This is an optimization exercise on Yosys and OpenROAD, whose aim is small area and a short achievable clock period, not a production implementation. For this run, only the layout was checked, not whether the RTL still works. Power is estimated from default activity; no workload was simulated.

### design/flow/constraint.sdc
create_clock -name core_clock -period 6.0 [get_ports {clk}]
set_input_delay 1.2000 -clock core_clock [delete_from_list [all_inputs] [get_ports {clk}]]
set_output_delay 1.2000 -clock core_clock [all_outputs]
set_load 0.01 [all_outputs]
### design/flow/run.sh
#!/bin/bash
# synth_recipe.tcl (not shown) runs the flow's synth.tcl, then flattens the netlist and writes it again
# the make line also repeats each setting of config.mk as NAME=value (left out here)
make -C /OpenROAD-flow-scripts/flow DESIGN_CONFIG=/design/flow/config.mk WORK_HOME=/design/flow/orfs CLKGATE_MAP_FILE= SYNTH_SCRIPT=/design/flow/synth_recipe.tcl finish
### design/flow/config.mk
export PLATFORM = sky130hd
export DESIGN_NAME = cfgTop
export DESIGN_NICKNAME = cfgTop
export VERILOG_FILES = /design/flow/design.v
export SDC_FILE = /design/flow/constraint.sdc
export NUM_CORES = 4
export LEC_CHECK = 0
export CAP_MARGIN = 20
export CORE_MARGIN = 2
export CORE_UTILIZATION = 40
export SLEW_MARGIN = 20
### design/flow/design.v
`timescale 1ns/1ps
`default_nettype none
module cfgApbSlave
(
  input  logic                       clk,
  input  logic                       rstN,
  input  logic                       psel,
  input  logic                       penable,
  input  logic                       pwrite,
  input  logic [8-1:0]     paddr,
  input  logic [16-1:0]                   pwdata,
  output logic [16-1:0]                        prdata,
  output logic                            pready,
  output logic                            pslverr,
  output logic [32-1:0][16-1:0]        regBank,
  output logic                            chunkValid,
  output logic [16-1:0]                        chunkData,
  input  logic                       chunkReady
);
  localparam logic [8-1:0] ProgAddr = 8'h80;
  localparam int IdxW = $clog2(32);
  localparam int BankW = 32 * 16;
  localparam logic [BankW-1:0] ResetVals =
      (BankW'(1)     << (1   * 16)) |
      (BankW'(10000) << (7    * 16)) |
      (BankW'(10000) << (11    * 16)) |
      (BankW'(1)     << (15 * 16)) |
      (BankW'(3)     << (16    * 16));
  localparam logic IDLE   = 1'b0;
  localparam logic ACCESS = 1'b1;
  logic     state;
  logic     nextState;
  logic [$clog2(32)-1:0]   regIdx;
  logic     regHit;
  logic     progHit;
  logic     access;
  logic     wrReg;
  assign regHit  = paddr < ProgAddr;
  assign progHit = paddr == ProgAddr;
  assign regIdx  = paddr[IdxW+1:2];
  always_comb begin
    nextState = state;
    case (state)
      IDLE:   if (psel && !penable) nextState = ACCESS;
      ACCESS: if (!psel || pready) nextState = IDLE;
      default: nextState = IDLE;
    endcase
  end
  always_ff @(posedge clk or negedge rstN) begin
    if (!rstN) begin
      state <= IDLE;
    end else begin
      state <= nextState;
    end
  end
  assign access = (state == ACCESS) && psel && penable;
  assign pready  = access && !(progHit && pwrite && !chunkReady);
  assign pslverr = access && !regHit && !progHit;
  assign wrReg      = access && pwrite && regHit;
  assign chunkValid = access && pwrite && progHit;
  assign chunkData  = pwdata;
  assign prdata = (access && !pwrite && regHit) ? regBank[regIdx] : '0;
  always_ff @(posedge clk or negedge rstN) begin
    if (!rstN) begin
      regBank <= ResetVals;
    end else if (wrReg) begin
      regBank[regIdx] <= pwdata;
    end
  end
endmodule
`default_nettype wire
`timescale 1ns/1ps
`default_nettype none
module progDeserializer
#(
  parameter int outW    = 47,
  parameter int nChunks = 3
) (
  input  logic              clk,
  input  logic              rstN,
  input  logic              inValid,
  input  logic [16-1:0]          inData,
  output logic                   inReady,
  output logic                   outValid,
  output logic [outW-1:0]        outWord,
  input  logic              outReady
);
  localparam int InW  = 16;
  localparam int CntW = (nChunks > 1) ? $clog2(nChunks) : 1;
  localparam logic [CntW-1:0] LastCnt = CntW'(nChunks - 1);
  logic [CntW-1:0]         chunkCnt;
  logic [nChunks*InW-1:0]  shiftBuf;
  logic                    inXfer;
  assign inReady = !outValid;
  assign inXfer  = inValid && inReady;
  always_ff @(posedge clk) begin
    if (inXfer) begin
      shiftBuf <= {inData, shiftBuf[nChunks*InW-1:InW]};
    end
  end
  always_ff @(posedge clk or negedge rstN) begin
    if (!rstN) begin
      chunkCnt <= '0;
      outValid <= 1'b0;
    end else begin
      if (inXfer) begin
        chunkCnt <= (chunkCnt == LastCnt) ? '0 : chunkCnt + 1'b1;
      end
      if (inXfer && (chunkCnt == LastCnt)) begin
        outValid <= 1'b1;
      end else if (outReady) begin
        outValid <= 1'b0;
      end
    end
  end
  assign outWord = shiftBuf[outW-1:0];
endmodule
`default_nettype wire
`timescale 1ns/1ps
`default_nettype none
module cfgMapper
(
  input  logic                       clk,
  input  logic                       rstN,
  input  logic [32-1:0][16-1:0]   regBank,
  output logic [10-1:0]            filtsUsed,
  output logic [27-1:0]            incrementConstant,
  output logic [27-1:0]            decayConstant,
  output logic [4-1:0]             gensUsed,
  output logic [4-1:0]             gensEn,
  output logic [16-1:0]                         unitLen,
  output logic [48-1:0]                            timeElapsed,
  output logic [48-1:0]                            sendHbEvery,
  output logic                            resetTime,
  output logic                            reportTags,
  output logic                            pReset,
  output logic                            sReset,
  input  logic                       chunkValid,
  input  logic [16-1:0]                   chunkData,
  output logic                            chunkReady,
  output logic                            progValid,
  input  logic                       progReady,
  output logic [4-1:0]             progGenIdx,
  output logic [16-1:0]           progPeriod,
  output logic [16-1:0]           progTicks,
  output logic [11-1:0]              progTag
);
  localparam int WordW        = 16;
  localparam int FiltsLsb     = 0 * WordW;
  localparam int IncLsb       = 1 * WordW;
  localparam int DecayLsb     = 3 * WordW;
  localparam int GensUsedLsb  = 5 * WordW;
  localparam int GensEnLsb    = 6 * WordW;
  localparam int UnitLenLsb   = 7 * WordW;
  localparam int ElapsedLsb   = 8 * WordW;
  localparam int HbEveryLsb   = 11 * WordW;
  localparam int ResetTimeLsb = 14 * WordW;
  localparam int TagsLsb      = 15 * WordW;
  localparam int BdResetLsb   = 16 * WordW;
  logic [32*WordW-1:0] bankFlat;
  logic [47-1:0]                   progWord;
  assign bankFlat = regBank;
  assign filtsUsed         = bankFlat[FiltsLsb +: 10];
  assign incrementConstant = bankFlat[IncLsb +: 27];
  assign decayConstant     = bankFlat[DecayLsb +: 27];
  assign gensUsed          = bankFlat[GensUsedLsb +: 4];
  assign gensEn            = bankFlat[GensEnLsb +: 4];
  assign unitLen           = bankFlat[UnitLenLsb +: 16];
  assign timeElapsed       = bankFlat[ElapsedLsb +: 48];
  assign sendHbEvery       = bankFlat[HbEveryLsb +: 48];
  assign resetTime         = bankFlat[ResetTimeLsb];
  assign reportTags        = bankFlat[TagsLsb];
  assign pReset            = bankFlat[BdResetLsb];
  assign sReset            = bankFlat[BdResetLsb + 1];
  progDeserializer #(
    .outW    (47),
    .nChunks (3)
  ) u_progDes (
    .clk      (clk),
    .rstN     (rstN),
    .inValid  (chunkValid),
    .inData   (chunkData),
    .inReady  (chunkReady),
    .outValid (progValid),
    .outWord  (progWord),
    .outReady (progReady)
  );
  assign {progGenIdx, progPeriod, progTicks, progTag} = progWord;
endmodule
`default_nettype wire
`timescale 1ns/1ps
`default_nettype none
module timeMgr
(
  input  logic     clk,
  input  logic     rstN,
  input  logic [16-1:0]  unitLen,
  input  logic [48-1:0]     timeElapsed,
  input  logic [48-1:0]     sendHbEvery,
  input  logic     resetTime,
  output logic [48-1:0]          currentTime,
  output logic          unitTick,
  output logic          hbPulse
);
  logic [16-1:0] unitCnt;
  logic [16-1:0] unitLast;
  logic [48-1:0]    hbCnt;
  logic [48-1:0]    hbNext;
  logic    wrap;
  logic    hbDue;
  assign unitLast = (unitLen == '0) ? '0 : unitLen - 1'b1;
  assign wrap     = unitCnt >= unitLast;
  assign hbNext = hbCnt + 1'b1;
  assign hbDue  = hbNext >= sendHbEvery;
  always_ff @(posedge clk or negedge rstN) begin
    if (!rstN) begin
      unitCnt     <= '0;
      hbCnt       <= '0;
      currentTime <= '0;
      unitTick    <= 1'b0;
      hbPulse     <= 1'b0;
    end else if (resetTime) begin
      unitCnt     <= '0;
      hbCnt       <= '0;
      currentTime <= timeElapsed;
      unitTick    <= 1'b0;
      hbPulse     <= 1'b0;
    end else begin
      unitTick <= wrap;
      hbPulse  <= wrap && hbDue;
      if (wrap) begin
        unitCnt     <= '0;
        currentTime <= currentTime + 1'b1;
        hbCnt       <= hbDue ? '0 : hbNext;
      end else begin
        unitCnt <= unitCnt + 1'b1;
      end
    end
  end
endmodule
`default_nettype wire
`timescale 1ns/1ps
`default_nettype none
module cfgTop
(
  input  logic                    clk,
  input  logic                    rstN,
  input  logic                    psel,
  input  logic                    penable,
  input  logic                    pwrite,
  input  logic [8-1:0]  paddr,
  input  logic [16-1:0]                pwdata,
  output logic [16-1:0]                     prdata,
  output logic                         pready,
  output logic                         pslverr,
  output logic [10-1:0]         filtsUsed,
  output logic [27-1:0]         incrementConstant,
  output logic [27-1:0]         decayConstant,
  output logic [4-1:0]          gensUsed,
  output logic [4-1:0]          gensEn,
  output logic                         reportTags,
  output logic                         pReset,
  output logic                         sReset,
  output logic                         progValid,
  input  logic                    progReady,
  output logic [4-1:0]          progGenIdx,
  output logic [16-1:0]        progPeriod,
  output logic [16-1:0]        progTicks,
  output logic [11-1:0]           progTag,
  output logic [48-1:0]                         currentTime,
  output logic                         unitTick,
  output logic                         hbPulse
);
  logic [32-1:0][16-1:0] regBank;
  logic [16-1:0]                 chunkData;
  logic                     chunkValid;
  logic                     chunkReady;
  logic [16-1:0]                  unitLen;
  logic [48-1:0]                     timeElapsed;
  logic [48-1:0]                     sendHbEvery;
  logic                     resetTime;
  cfgApbSlave u_slave (
    .clk          (clk),
    .rstN         (rstN),
    .psel         (psel),
    .penable      (penable),
    .pwrite       (pwrite),
    .paddr        (paddr),
    .pwdata       (pwdata),
    .prdata       (prdata),
    .pready       (pready),
    .pslverr      (pslverr),
    .regBank      (regBank),
    .chunkValid   (chunkValid),
    .chunkData    (chunkData),
    .chunkReady   (chunkReady)
  );
  cfgMapper u_mapper (
    .clk               (clk),
    .rstN              (rstN),
    .regBank           (regBank),
    .filtsUsed         (filtsUsed),
    .incrementConstant (incrementConstant),
    .decayConstant     (decayConstant),
    .gensUsed          (gensUsed),
    .gensEn            (gensEn),
    .unitLen           (unitLen),
    .timeElapsed       (timeElapsed),
    .sendHbEvery       (sendHbEvery),
    .resetTime         (resetTime),
    .reportTags        (reportTags),
    .pReset            (pReset),
    .sReset            (sReset),
    .chunkValid        (chunkValid),
    .chunkData         (chunkData),
    .chunkReady        (chunkReady),
    .progValid         (progValid),
    .progReady         (progReady),
    .progGenIdx        (progGenIdx),
    .progPeriod        (progPeriod),
    .progTicks         (progTicks),
    .progTag           (progTag)
  );
  timeMgr u_timeMgr (
    .clk         (clk),
    .rstN        (rstN),
    .unitLen     (unitLen),
    .timeElapsed (timeElapsed),
    .sendHbEvery (sendHbEvery),
    .resetTime   (resetTime),
    .currentTime (currentTime),
    .unitTick    (unitTick),
    .hbPulse     (hbPulse)
  );
endmodule
`default_nettype wire
==> impl_metrics.tcl <==
set metrics [dict create \
    rsz0062_at_grt "no" \
    ys_async_sr_fraction_pct 92.9 \
    rows 106 \
    crit_end "prdata[1]" \
    wirelength_um 116000 \
    die_w_um 294 \
    status "complete, no violations" \
    grt-ovfl-total 0 \
    synth_area_um2 33500 \
    place_ws_ps 699 \
    worstPathRequired_ps 4800 \
    grt_pass1_vias 24748 \
    fillers 7631 \
    hp-class "flip-flop to flip-flop" \
    setup_viol 0 \
    floorplan.initialDensity_pct 40.3 \
    start_kind "input pin" \
    power.density_nw_per_um2 284 \
    cts_buffer_depth 3 \
    cts_setup_buffers 0 \
    grt_util_all_layers_pct 27.0 \
    synth_edf_count 48 \
    critPathKind "input pin to primary output" \
    yosys-top-cells-area "dfrtp_1, mux4_2, nand2_1" \
    crit_fanout 52 \
    critPathTopFamily "buffers and inverters" \
    yosys_warnings 3 \
    setup_ws_ps 776 \
    fin_util_pct 46.5 \
    cts.sinks 678 \
    ctsResizeCount 0 \
    slew_headroom_pct 21.7 \
    rrSetupSlack_ps 1250 \
    r2r-end "u_timeMgr.hbCnt[38]" \
    cp.depth 7 \
    critical_path.endpoint_type "primary output" \
    synth.net_count 3164 \
    gp_congestion 0.957 \
    dp_hpwl_um 80300 \
    tns_ps 0 \
    cp.buffers_inverters 3 \
    yosys_most_used_dff "dfrtp_1" \
    crit_slowest_cell "clkdlybuf4s50_1" \
    synth-simple-area-share_pct 12.8 \
    syn_inst 3061 \
    antenna_left 0 \
    synthMuxAreaShare_pct 13.7 \
    met1_length_um 46600 \
    p_leak_uw 0.0163 \
    slowest_delay_ps 540 \
    clk_pin_slew_ps 60 \
    io_pins 221 \
    io_buffers 220 \
    insertion_delay_ps 630 \
    synth_fa_ha_area_share_pct 2.72 \
    routedWlPerCell_um 27.0 \
    r2r-start "u_slave.regBank[117]" \
    drc 0 \
    grt_pass1_wl_um 171000 \
    finClkSkew_ps 18.3 \
    syn_area_per_cell_um2 11.0 \
    hold_violations 0 \
    layout.cells.non_filler 4278 \
    via_per_inst 5.92 \
    synth_cell_types 65 \
    dp_cells 4136 \
    peakVddDrop_uv 216 \
    nNetsFinal 3236 \
    syn_to_final_growth_pct 15.5 \
    synth_top_family_by_area "multiplexers" \
    placed_area_um2 36200 \
    synthXorXnorAreaFrac_pct 3.13 \
    yosysTopAreaCell "dfrtp_1" \
    cts_made_buffers 75 \
    crit_top_cell "mux4_2" \
    crit_chain "clkbuf_8, buf_4, mux4_2, mux4_2, nand2_1, a21oi_1, clkdlybuf4s50_1" \
    highest_layer "met5" \
    drt_iter0_drc 2625 \
    min_period_ps 5220 \
    cts_root_buffer "clkbuf_16" \
    crit_start "paddr[2]" \
    vias 25305 \
    die_h_um 294 \
    layout-drive-gt1-share_pct 15.3 \
    tightest_slew_ps 1170 \
    grt_max_degree 145 \
    wl_met2_um 52700 \
    cts_tree "done" \
    r2r_cells 15 \
    wl_met3_um 11100 \
    htree_levels 3 \
    synth_compound_area_share_pct 10.5 \
    cap_violations 0 \
    drv_slew 0 \
    synth_top_area_share_pct 46.0 \
    core_area_um2 83300 \
    ctsHoldBuffers 0 \
    dr.pass1.iters 6 \
    ys_seq_area_share_pct 51.4 \
    antenna_found_initial 7 \
    cp.arrival_ps 4020 \
    final_area_um2 38700 \
    clock.fmax_mhz 191 \
    ys_ff_latch 678 \
    fin_crit_sh_pct 87.1 \
    die-area_um2 86200 \
]
-- per-stage QoR --
stage | power (uW) | hold WS (ps)
global route | 11400 | 435
floorplan | 5660 | 400
finish | 11000 | 437
CTS | 11100 | 428
detailed placement | 6280 | 416
global placement | 6270 | 413
-- cells in the mapped netlist (all sizes together) (24+ instances only) --
library cell	instances
a21oi	46
a22o	57
a32o	24
and3	28
buf	173
clkbuf	138
dfrtp	616
edfxtp	48
ha	73
inv	67
mux2	80
mux4	160
nand2	601
nand3	84
nand4	33
nor2	58
nor3	47
o21ai	449
xnor2	85
xor2	35
-- kinds of logic (layout without fill, tap and decap cells) --
family | after synthesis | after routing
XOR/XNOR | 120 | 120
AND/OR/NAND/NOR | 953 | 953
other | 0 | 4
flip-flops | 678 | 678
AO/OA/AOI/OAI | 615 | 615
buffers and inverters | 378 | 511
multiplexers | 244 | 244
adder cells (fa/ha/maj) | 73 | 73
-- placed cells by master (no fill, tap or decap), types with 9 or more instances in the layout --
cell               n
a21oi_1           45
a22o_1            57
a32o_1            24
and2_1            19
and3_1            28
and4_1             9
buf_4             79
clkbuf_1          15
clkbuf_16         75
clkbuf_8          12
clkdlybuf4s50_1  215
dfrtp_1          615
dfstp_2           14
edfxtp_1          48
ha_1              73
inv_1             64
mux2_2            70
mux2_4            10
mux4_2           160
nand2_1          595
nand3_1           81
nand3b_1           9
nand4_1           33
nor2_1            56
nor3_1            45
nor4_1            21
nor4b_1            9
o21ai_0          369
o21ai_1           80
xnor2_1           84
xor2_1            34
-- worst register-to-register path: cells and delay by family, from the launching register on --
family          cells  cell delay [ps]
xor+xnor            1              190
flops               1              470
fa+ha+maj           1              310
buf+inv             2              830
simple gates        5             1550
compound gates      6             1290
-- registers in the layout (all words and copies together) (netlist names) --
register,flops
u_mapper.u_progDes.chunkCnt,2
u_mapper.u_progDes.outValid,1
u_mapper.u_progDes.shiftBuf,48
u_slave.regBank,512
u_slave.state,1
u_timeMgr.currentTime,48
u_timeMgr.hbCnt,48
u_timeMgr.hbPulse,1
u_timeMgr.unitCnt,16
u_timeMgr.unitTick,1
-- routing by layer --
layer / track usage (%) / vias up
met3: 7.30 / 271
met5: 0 / -
met1: 36.1 / 12879
li1: - / 10946
met4: 10.7 / 6
met2: 41.8 / 1203
-- worst min path at each step --
stage                               startpoint                               to  slack, ps  cells after the start
2_1_floorplan  u_mapper.u_progDes.shiftBuf[47]  u_mapper.u_progDes.shiftBuf[31]        400                      0
3_3_place_gp   u_mapper.u_progDes.shiftBuf[47]  u_mapper.u_progDes.shiftBuf[31]        410                      0
5_1_grt        u_mapper.u_progDes.shiftBuf[47]  u_mapper.u_progDes.shiftBuf[31]        440                      0
4_1_cts        u_mapper.u_progDes.shiftBuf[47]  u_mapper.u_progDes.shiftBuf[31]        430                      0
3_5_place_dp   u_mapper.u_progDes.shiftBuf[47]  u_mapper.u_progDes.shiftBuf[31]        420                      0
6_report       u_mapper.u_progDes.shiftBuf[47]  u_mapper.u_progDes.shiftBuf[31]        440                      0
-- power by group --
part | total, uW | switching (uW) | leakage (uW) | internal, uW
Clock | 4820 | 2010 | 0.00123 | 2810
Sequential | 4860 | 135 | 0.00912 | 4730
Combinational | 1330 | 910 | 0.00593 | 423
-- cell type report --
class	count	area [um2]	share of cell area, %
multi-input combinational	2005	14400	37.2
sequential	678	17200	44.5
antenna	4	10.0	0.0259
inverter	67	251	0.650
clock inverter	37	452	1.17
clock buffer	101	2080	5.38
timing repair buffer	306	2940	7.58
tap	1080	1350	3.49

## static timing again, ports no longer ideal
The results above use ideal ports. As a check the final layout listed here was re-extracted and re-timed, cells and wires unchanged. Step 1 (the two cells are an assumption about what drives the block):
set clk [get_ports {clk}]
set_driving_cell -lib_cell sky130_fd_sc_hd__clkbuf_16 $clk
set_driving_cell -lib_cell sky130_fd_sc_hd__buf_2 [delete_from_list [all_inputs] $clk]
Step 2 moves the port delays by t, midway between the first and last clock arrival at a register: inputs arrive t later, outputs are due t later. That takes back most of the time a late clock gives input paths. a / b / c = ideal / step 1 / step 2; a / b = the first two.
shift t [ns]: 0.697
setup slack, ns: 0.776 / 0.726 / 0.726
worst hold slack (ns): 0.437 / 0.437 / 0.437
clock arrival spread, ns: 0.025 / 0.025
After both steps this run still meets setup and hold. For this run, drivers alone change the setup slack by -0.050 ns; drivers and shift together by -0.050 ns.
